This design comes from an exercise in tuning for small area, a short achievable clock period and few clock cycles on the open sky130 flow, not from production work. Only simulation tests tie the RTL to the original design; equivalence was not proved.

==> flow/design.v (excerpt) <==
module symmetric_jacobi_poly_eval
(
    input  logic               clk,
    input  logic               rst_n,
    input  logic               in_valid,
    output logic               in_stall,
    input  logic [2:0]         operation,
    input  logic [5:0]         degree,
    input  logic signed [31:0] x_value,
    output logic               out_valid,
    input  logic               out_stall,
    output logic signed [63:0] result_value,
    output logic               saturated,
    output logic               not_supported,
    input  logic               psel,
    input  logic               penable,
    input  logic               pwrite,
    input  logic [2:0]         paddr,
    input  logic [31:0]        pwdata,
    output logic [31:0]        prdata,
    output logic               pready
);
For scale: about 11000 cells after synthesis, about 660 flip-flops, about 180 I/O pins, ~90000 um2 of cells after synthesis.
clock: 16.0 ns
lec_check: 0
abc_clock_period_in_ps: 15000
cap_margin: 20
core_margin: 2
core_utilization: 55
place_density: 0.75
setup_slack_margin: 5
slew_margin: 20
standard.sh (not shown) runs the stock make flow with config.mk's settings and CLKGATE_MAP_FILE= SYNTH_SCRIPT=/design/flow/synth_recipe.tcl, a recipe that flattens the netlist after the stock synthesis.
==> flow/flow/run.sh <==
#!/bin/bash
set -euo pipefail
MARGIN_NS=8
sed -e "s/ SETUP_SLACK_MARGIN=[0-9.]*//" \
    -e "s/CLKGATE_MAP_FILE= /CLKGATE_MAP_FILE= SETUP_SLACK_MARGIN=${MARGIN_NS} /" \
    standard.sh > standard_margin.sh
grep -q "SETUP_SLACK_MARGIN=${MARGIN_NS}" standard_margin.sh
bash standard_margin.sh > flow_make.log 2>&1
Testbench counts at the start, summed over its fixed seeds: cycles 74,330.
Change:
--- a/flow/design.v
+++ b/flow/design.v
@@ -577,20 +577,17 @@
                     c1x <= f_weight ? 62'(xabs) : 62'(mult);
                 else
                     c1x <= 62'(c1x_a[45:0]);
                 xj  <= xj_a[37:0];
                 c2  <= dbl ? (c2 + {4'b0, jj, 2'b0} + 13'd2) : (c2 + {5'b0, jj, 1'b0});
                 jj  <= dbl ? (jj + 7'd2) : (jj + 7'd1);
-                if (warm_last)
-                begin
-                    pmag   <= (nq != 7'd0) ? {2'b0, xj, 24'b0} : {pmag[39:0], 24'b0};
-                    cnt    <= 4'd3;
-                    pstart <= 4'd3;
-                end
                 if (warm_last && nq != 7'd0)
+                begin
+                    pmag  <= 64'(xj);
                     psign <= xsign;
+                end
                 cur_na   <= 1'b0;
                 psub     <= 1'b1;
                 pconst   <= 1'b1;
                 psrc_div <= 1'b0;
                 pmode    <= (nq >= 7'd2) ? M_REC : M_FIN;
             end
After rerunning: Worst setup slack loses 0.51 ns. Worst hold slack loses 0.028 ns. Wire length went down by 3.6%. Critical path depth went down by 5. Non-clock buffer count went up by 36. Cell area stays flat. Via count went up by 0.56%.
Testbench counts after the change, summed over its fixed seeds: cycles 75,254.


Another version of the RTL of symmetric_jacobi_poly_eval (not shown whole).
For scale: about 660 flip-flops, ~180 I/O pins.
Settings: LEC_CHECK=0, ABC_CLOCK_PERIOD_IN_PS=15000, CAP_MARGIN=20, CORE_MARGIN=2, CORE_UTILIZATION=55, PLACE_DENSITY=0.75, SETUP_SLACK_MARGIN=5, SLEW_MARGIN=20; clock period 16.0 ns.
==> flow/flow/run.sh <==
#!/bin/bash
set -euo pipefail
MARGIN_NS=7
sed -e "s/ SETUP_SLACK_MARGIN=[0-9.]*//" \
    -e "s/CLKGATE_MAP_FILE= /CLKGATE_MAP_FILE= SETUP_SLACK_MARGIN=${MARGIN_NS} /" \
    standard.sh > standard_margin.sh
grep -q "SETUP_SLACK_MARGIN=${MARGIN_NS}" standard_margin.sh
bash standard_margin.sh > flow_make.log 2>&1
Testbench counts at the start, summed over its fixed seeds: cycles 70,716.
Then changed:
--- a/flow/design.v
+++ b/flow/design.v
@@ -405,23 +405,20 @@
         sk_l = 4'd0;
         for (int b = 0; b < 13; b++)
             if (dnext[b])
                 sk_l = 4'(b);
         for (int t = 1; t <= 7; t++)
         begin
             sk_a[t] = 1'b0;
             for (int l = 0; l < 13; l++)
                 if (sk_l == 4'(l))
                     sk_a[t] = sk_z[91 + l - 8 * t];
-            if (t <= 6)
-                if (sk_z[107 - 8 * t] && (sk_x[94 - 8 * t +: 13] < dnext - 13'd2))
-                    sk_a[t] = 1'b1;
             sk_p[t] = (ii == nq) || ((pmag >> (64 - 8 * t)) == 64'd0);
         end
         sk = 3'd0;
         for (int t = 1; t <= 7; t++)
             if (sk_a[t] && sk_p[t])
                 sk = 3'(t);
     end
     logic [127:0] fn_sum;
     logic [79:0]  fn_q;
     logic [63:0]  fn_lim, fn_mag, fn_val;
What happened: The new run produced a clean layout. Count of clock-buffer cells in the layout drops by 3. Die area shrinks by 1.7%. Routed wire length goes down by 4.2%. Area after synthesis falls by 1.8%. Core utilization increases by 0.19 points. Clock skew went down by 0.018 ns. Via count is lower by 2.1%.
Testbench counts after the change, summed over its fixed seeds: cycles 74,330.

-- what the ideal ports hide --
The results above use ideal ports. As a check the final layouts listed here were re-extracted and re-timed, cells and wires unchanged. Step 1 sets driving cells, clkbuf_16 on the clock port and buf_2 on the other inputs (assumed; they add their load-dependent delay and slew). Step 2 moves the port delays by t, midway between the first and last clock arrival at a register: inputs arrive t later, outputs are due t later. That takes back most of the time a late clock gives input paths. Slacks: ideal / step 1 / step 2; pairs: ideal / step 1.
run | t (ns) | setup WS [ns] | latest minus earliest clock arrival (ns) | worst slew at a driven data input, ns | pins driven straight from the clock port
the first run of note 1 | 0.796 | 6.998 / 6.998 / 6.998 | 0.054 / 0.054 | 0.05 | 1
the second run of note 1 | 0.801 | 6.488 / 6.488 / 6.488 | 0.039 / 0.039 | 0.05 | 1
the first run of note 2 | 0.825 | 6.662 / 6.662 / 6.541 | 0.073 / 0.073 | 0.09 | 1
the second run of note 2 | 0.810 | 7.016 / 7.016 / 6.715 | 0.052 / 0.053 | 0.05 | 1
After both steps every run listed still meets setup and hold. For the second run of note 2, which loses most, drivers alone change the setup slack by 0.000 ns; drivers and shift together by -0.301 ns.
